Background: an optimization exercise with open tools, aiming at small area, a short achievable clock period and few clock cycles per item. Do not read the settings as production practice.
Function was checked by simulation only, so behaviour that the tests miss may differ from the original.
Power figures rest on the tool's default switching activity, not on a simulated workload.

==> flow/design.v <==
package kwm_pkg;
   typedef enum logic {
      OP_LOAD = 1'b0,
      OP_PULL = 1'b1
   } op_type;
   typedef enum logic {
      CSR_ROW_COUNT  = 1'b0,
      CSR_ROW_LENGTH = 1'b1
   } csr_index_type;
   localparam int VALUE_W      = 32;
   localparam int ROW_SEL_W    = 3;
   localparam int COL_SEL_W    = 4;
   localparam int ROW_COUNT_W  = 4;
   localparam int ROW_LENGTH_W = 5;
   localparam int CSR_DATA_W   = 5;
   localparam int REQ_DATA_W   = 40;
   localparam int RSP_DATA_W   = 40;
   localparam int RSP_PAD_W    = RSP_DATA_W - VALUE_W - ROW_SEL_W;
   localparam logic [ROW_COUNT_W-1:0]  ROW_COUNT_RESET  = 4'd8;
   localparam logic [ROW_LENGTH_W-1:0] ROW_LENGTH_RESET = 5'd16;
endpackage
module kwm_ram #(
   parameter int WIDTH    = 32,
   parameter int MAX_ROWS = 8,
   parameter int MAX_COLS = 16,
   parameter int ROW_W    = $clog2(MAX_ROWS)
) (
   input  logic                          clock,
   input  logic                          we,
   input  logic [ROW_W-1:0]              wrow,
   input  logic [WIDTH-1:0]              wdata,
   input  logic [MAX_ROWS*MAX_COLS-1:0]  rsel,
   output logic [MAX_ROWS*WIDTH-1:0]     rdata
);
   for (genvar r = 0; r < MAX_ROWS; r++) begin : g_row
      logic [MAX_COLS*WIDTH-1:0] ring;
      always_ff @(posedge clock) begin
         ring[(MAX_COLS-1)*WIDTH-1:0]          <= ring[MAX_COLS*WIDTH-1:WIDTH];
         ring[MAX_COLS*WIDTH-1 -: WIDTH]       <= (we && (wrow == ROW_W'(r))) ? wdata : ring[WIDTH-1:0];
      end
      always_comb begin
         rdata[r*WIDTH +: WIDTH] = '0;
         for (int k = 0; k < MAX_COLS; k++) begin
            rdata[r*WIDTH +: WIDTH] = rdata[r*WIDTH +: WIDTH]
                                    | (ring[k*WIDTH +: WIDTH] & {WIDTH{rsel[r*MAX_COLS + k]}});
         end
      end
   end
endmodule
module kwm_min_unit #(
   parameter int MAX_ROWS = 8
) (
   input  logic [MAX_ROWS*kwm_pkg::VALUE_W-1:0] heads,
   input  logic [MAX_ROWS-1:0]                  live,
   output logic [MAX_ROWS-1:0]                  win
);
   localparam int W = kwm_pkg::VALUE_W;
   function automatic logic gt_signed(input logic [W-1:0] a, input logic [W-1:0] b);
      logic [W-1:0] g, l;
      for (int k = 0; k < W; k++) begin
         g[k] = a[k] & !b[k];
         l[k] = !a[k] & b[k];
      end
      g[W-1] = !a[W-1] & b[W-1];
      l[W-1] = a[W-1] & !b[W-1];
      for (int s = 1; s < W; s = s * 2) begin
         for (int k = 0; k + s < W; k = k + 2 * s) begin
            g[k] = g[k + s] | (!l[k + s] & g[k]);
            l[k] = l[k + s] | (!g[k + s] & l[k]);
         end
      end
      gt_signed = g[0];
   endfunction
   logic [MAX_ROWS-1:0] le [MAX_ROWS];
   always_comb begin
      for (int i = 0; i < MAX_ROWS; i++) begin
         le[i] = '0;
         for (int j = i + 1; j < MAX_ROWS; j++) begin
            le[i][j] = !gt_signed(heads[i*W +: W], heads[j*W +: W]);
         end
      end
      for (int i = 0; i < MAX_ROWS; i++) begin
         win[i] = live[i];
         for (int j = 0; j < MAX_ROWS; j++) begin
            if (j < i) win[i] = win[i] & (!live[j] | !le[j][i]);
            if (j > i) win[i] = win[i] & (!live[j] | le[i][j]);
         end
      end
   end
endmodule
module k_way_sorted_merge_unit #(
   parameter int MAX_ROWS = 8,
   parameter int MAX_COLS = 16
) (
   input  logic                                clock,
   input  logic                                reset,
   input  logic                                req_tvalid,
   output logic                                req_tready,
   input  logic [kwm_pkg::REQ_DATA_W-1:0]      req_tdata,
   input  logic                                req_tuser,
   output logic                                rsp_tvalid,
   input  logic                                rsp_tready,
   output logic [kwm_pkg::RSP_DATA_W-1:0]      rsp_tdata,
   output logic                                rsp_tlast,
   output logic                                rsp_tuser,
   input  logic                                csr_we,
   input  logic [0:0]                          csr_addr,
   input  logic [kwm_pkg::CSR_DATA_W-1:0]      csr_wdata
);
   localparam int W       = kwm_pkg::VALUE_W;
   localparam int ROW_W   = $clog2(MAX_ROWS);
   localparam int ROWC_W  = $clog2(MAX_ROWS + 1);
   localparam int COL_W   = $clog2(MAX_COLS);
   localparam int HEAD_W  = $clog2(MAX_COLS + 1);
   localparam int Q_W     = 2 + ROW_W + W;
   logic [kwm_pkg::ROW_COUNT_W-1:0]  row_count_ff;
   logic [kwm_pkg::ROW_LENGTH_W-1:0] row_length_ff;
   logic [ROWC_W-1:0]                rows_eff;
   logic [HEAD_W-1:0]                len_eff;
   logic                      ready_ff;
   logic                      ir_v_ff, ir_v_in;
   logic                      ir_pull_ff;
   logic [ROW_W-1:0]          ir_row_ff;
   logic [COL_W-1:0]          ir_col_ff;
   logic [W-1:0]              ir_val_ff;
   logic                      do_load;
   logic                      do_pull;
   logic                      do_refresh;
   logic                      stale_ff, stale_in;
   logic [COL_W-1:0]          g_ff;
   logic [HEAD_W-1:0]         h_ff   [MAX_ROWS];
   logic [MAX_COLS-1:0]       ptr_ff [MAX_ROWS];
   logic [W-1:0]              head_ff [MAX_ROWS];
   logic [MAX_ROWS*MAX_COLS-1:0] rptr;
   logic [MAX_ROWS*W-1:0]     rdata;
   logic [MAX_ROWS*W-1:0]     heads;
   logic [MAX_ROWS-1:0]       live;
   logic [MAX_ROWS-1:0]       lastcand;
   logic [MAX_ROWS-1:0]       win;
   logic                      found;
   logic                      single;
   logic [W-1:0]              new_val;
   logic [ROW_W-1:0]          new_row;
   logic                      new_last;
   logic [Q_W-1:0]            new_ent;
   logic                      push;
   logic                      q0v_ff, q1v_ff, q0v_in, q1v_in;
   logic [Q_W-1:0]            q0_ff, q1_ff;
   logic                      take;
   always_comb begin
      rows_eff = (int'(row_count_ff) > MAX_ROWS) ? ROWC_W'(MAX_ROWS) : ROWC_W'(row_count_ff);
      len_eff  = (int'(row_length_ff) > MAX_COLS) ? HEAD_W'(MAX_COLS)
               : HEAD_W'(row_length_ff);
   end
   always_ff @(posedge clock) begin
      if (reset) begin
         row_count_ff  <= kwm_pkg::ROW_COUNT_RESET;
         row_length_ff <= kwm_pkg::ROW_LENGTH_RESET;
      end else if (csr_we) begin
         if (csr_addr == kwm_pkg::CSR_ROW_COUNT) begin
            row_count_ff <= csr_wdata[kwm_pkg::ROW_COUNT_W-1:0];
         end else begin
            row_length_ff <= csr_wdata;
         end
      end
   end
   assign do_load    = ir_v_ff && (ir_pull_ff == kwm_pkg::OP_LOAD) && (ir_col_ff == g_ff);
   assign do_pull    = ir_v_ff && (ir_pull_ff == kwm_pkg::OP_PULL) && !stale_ff && !q1v_ff;
   assign do_refresh = stale_ff && !do_load;
   assign stale_in   = do_load ? 1'b1 : (do_refresh ? 1'b0 : stale_ff);
   assign ir_v_in = ready_ff ? req_tvalid : ir_v_ff;
   always_ff @(posedge clock) begin
      if (ready_ff) begin
         ir_pull_ff <= req_tuser;
         ir_row_ff  <= req_tdata[2:0];
         ir_col_ff  <= req_tdata[6:3];
         ir_val_ff  <= req_tdata[38:7];
      end
   end
   logic ready_in;
   logic ir_pull_in;
   logic [COL_W-1:0] ir_col_in;
   assign ir_pull_in = ready_ff ? req_tuser : ir_pull_ff;
   assign ir_col_in  = ready_ff ? req_tdata[6:3] : ir_col_ff;
   assign ready_in   = !ir_v_in
                    || (ir_pull_in ? (!stale_in && !q1v_in) : (ir_col_in == g_ff + COL_W'(1)));
   always_ff @(posedge clock) begin
      if (reset) begin
         ready_ff <= 1'b1;
         ir_v_ff  <= 1'b0;
         stale_ff <= 1'b1;
         g_ff     <= '0;
      end else begin
         g_ff     <= g_ff + COL_W'(1);
         ready_ff <= ready_in;
         ir_v_ff  <= ready_ff ? req_tvalid : (ir_v_ff && !(do_load || do_pull));
         stale_ff <= stale_in;
      end
   end
   assign req_tready = ready_ff;
   kwm_ram #(
      .WIDTH    (W),
      .MAX_ROWS (MAX_ROWS),
      .MAX_COLS (MAX_COLS)
   ) u_store (
      .clock (clock),
      .we    (do_load),
      .wrow  (ir_row_ff),
      .wdata (ir_val_ff),
      .rsel  (rptr),
      .rdata (rdata)
   );
   always_comb begin
      for (int r = 0; r < MAX_ROWS; r++) begin
         rptr[r*MAX_COLS +: MAX_COLS] = ptr_ff[r];
         heads[r*W +: W]        = head_ff[r];
         live[r]     = (r < int'(rows_eff)) && (h_ff[r] < len_eff);
         lastcand[r] = (h_ff[r] + HEAD_W'(1)) == len_eff;
      end
   end
   kwm_min_unit #(
      .MAX_ROWS (MAX_ROWS)
   ) u_min_unit (
      .heads (heads),
      .live  (live),
      .win   (win)
   );
   assign found = |live;
   always_comb begin
      logic seen;
      seen   = 1'b0;
      single = 1'b0;
      for (int r = 0; r < MAX_ROWS; r++) begin
         single = live[r] ? !seen : single;
         seen   = seen | live[r];
      end
   end
   logic [MAX_ROWS-1:0] pick;
   assign pick = win & {MAX_ROWS{!q1v_ff}};
   always_comb begin
      new_val  = '0;
      new_row  = '0;
      new_last = 1'b0;
      for (int r = 0; r < MAX_ROWS; r++) begin
         new_val  = new_val | (head_ff[r] & {W{pick[r]}});
         new_row  = new_row | (ROW_W'(r) & {ROW_W{pick[r]}});
         new_last = new_last | (pick[r] & lastcand[r]);
      end
      new_last = new_last && single;
      new_ent  = {!found && !q1v_ff, new_last, new_row, new_val};
   end
   logic [MAX_COLS-1:0] col0_sel;
   assign col0_sel = MAX_COLS'(1) << (COL_W'(MAX_COLS - 1) - g_ff);
   always_ff @(posedge clock) begin
      for (int r = 0; r < MAX_ROWS; r++) begin
         if (reset || do_load) begin
            h_ff[r]   <= '0;
            ptr_ff[r] <= col0_sel;
         end else if (do_refresh) begin
            ptr_ff[r] <= ptr_ff[r];
         end else if (do_pull && win[r]) begin
            h_ff[r]   <= h_ff[r] + HEAD_W'(1);
            ptr_ff[r] <= ptr_ff[r];
         end else begin
            ptr_ff[r] <= {ptr_ff[r][0], ptr_ff[r][MAX_COLS-1:1]};
         end
      end
   end
   always_ff @(posedge clock) begin
      for (int r = 0; r < MAX_ROWS; r++) begin
         if (do_refresh || (do_pull && win[r])) begin
            head_ff[r] <= rdata[r*W +: W];
         end
      end
   end
   assign push   = do_pull;
   assign take   = q0v_ff && rsp_tready;
   assign q0v_in = (!q0v_ff || rsp_tready) ? (q1v_ff || push) : 1'b1;
   assign q1v_in = !rsp_tready && (q1v_ff || (push && q0v_ff));
   always_ff @(posedge clock) begin
      if (reset) begin
         q0v_ff <= 1'b0;
         q1v_ff <= 1'b0;
      end else begin
         q0v_ff <= q0v_in;
         q1v_ff <= q1v_in;
      end
   end
   always_ff @(posedge clock) begin
      if (!q0v_ff || rsp_tready) begin
         q0_ff <= (q1_ff & {Q_W{q1v_ff}}) | new_ent;
      end
      if (push && q0v_ff && !rsp_tready) begin
         q1_ff <= new_ent;
      end
   end
   assign rsp_tvalid = q0v_ff;
   assign rsp_tdata  = {{kwm_pkg::RSP_PAD_W{1'b0}}, q0_ff[ROW_W+W-1:0]};
   assign rsp_tlast  = q0_ff[ROW_W+W];
   assign rsp_tuser  = q0_ff[ROW_W+W+1];
endmodule
export LEC_CHECK = 0
export ABC_CLOCK_PERIOD_IN_PS = 3000
export CAP_MARGIN = 20
export CORE_MARGIN = 2
export CORE_UTILIZATION = 45
export CTS_CLUSTER_DIAMETER = 70
export CTS_CLUSTER_SIZE = 22
export SLEW_MARGIN = 20
export SYNTH_MEMORY_MAX_BITS = 8192
export TNS_END_PERCENT = 100
create_clock -name core_clock -period 10.0 [get_ports {clock}]
standard.sh (not shown) runs the stock make flow with config.mk's settings and CLKGATE_MAP_FILE= SYNTH_SCRIPT=/design/flow/synth_recipe.tcl, a recipe that flattens the netlist after the stock synthesis.
==> flow/flow/run.sh <==
#!/bin/bash
# The standard layout, with timing repair aimed at a slack of 6.5 ns (a 3.5 ns
# period) instead of stopping as soon as the 10 ns clock is met. The SDC,
# clock period and every other setting are the standard flow's own.
set -euo pipefail
bash standard.sh finish SETUP_SLACK_MARGIN=6.5 > standard_flow.log 2>&1
Testbench counts at the start, summed over its fixed seeds: cycles 6,544, items 3,096.
Change:
--- a/flow/design.v
+++ b/flow/design.v
@@ -234,21 +234,19 @@
          single = live[r] ? !seen : single;
          seen   = seen | live[r];
       end
    end
-   logic [MAX_ROWS-1:0] pick;
-   assign pick = win & {MAX_ROWS{!q1v_ff}};
    always_comb begin
       new_val  = '0;
       new_row  = '0;
       new_last = 1'b0;
       for (int r = 0; r < MAX_ROWS; r++) begin
-         new_val  = new_val | (head_ff[r] & {W{pick[r]}});
-         new_row  = new_row | (ROW_W'(r) & {ROW_W{pick[r]}});
-         new_last = new_last | (pick[r] & lastcand[r]);
+         new_val  = new_val | (head_ff[r] & {W{win[r]}});
+         new_row  = new_row | (ROW_W'(r) & {ROW_W{win[r]}});
+         new_last = new_last | (win[r] & lastcand[r]);
       end
       new_last = new_last && single;
-      new_ent  = {!found && !q1v_ff, new_last, new_row, new_val};
+      new_ent  = {!found, new_last, new_row, new_val};
    end
    logic [MAX_COLS-1:0] col0_sel;
    assign col0_sel = MAX_COLS'(1) << (COL_W'(MAX_COLS - 1) - g_ff);
    always_ff @(posedge clock) begin
@@ -287,9 +285,9 @@
       end
    end
    always_ff @(posedge clock) begin
       if (!q0v_ff || rsp_tready) begin
-         q0_ff <= (q1_ff & {Q_W{q1v_ff}}) | new_ent;
+         q0_ff <= q1v_ff ? q1_ff : new_ent;
       end
       if (push && q0v_ff && !rsp_tready) begin
          q1_ff <= new_ent;
       end
What happened: The new run ran to the end with no violations; core utilization stays flat; clock power hardly moves; cell count falls by 0.47%; clock skew rose by 26 ps; clock-buffer cell count goes up by 3.
Testbench counts after the change, summed over its fixed seeds: cycles 6,544, items 3,096.

port drivers added, routing unchanged:
The results above use ideal ports. As a check the final layouts listed here were re-extracted and re-timed, cells and wires unchanged.
Step 1: set_driving_cell puts a clkbuf_16 on clock and a buf_2 on each other input, an assumption about the parent block.
Step 2 times the ports against the registers' clock, not the clock port: input delays grow and output delays shrink by t, the midpoint of the rising clock arrivals with the driver on.
Three values: no drivers, after step 1, after step 2; two values: the first two.
| run | t, ns | slack for setup (ns) | hold slack, ns | worst setup path after step 2 | worst slew at a driven data input, ns |
|---|---|---|---|---|---|
| the first run | 1.049 | 5.518 / 5.518 / 5.484 | 0.331 / 0.331 / 0.331 | input to register | 0.08 |
| the second run | 1.056 | 5.444 / 5.444 / 5.444 | 0.319 / 0.319 / 0.319 | register to register | 0.06 |
After both steps every run listed still meets setup and hold. The setup slack of the first run, which loses most, moves by 0.000 ns with the drivers and by -0.034 ns with both steps.
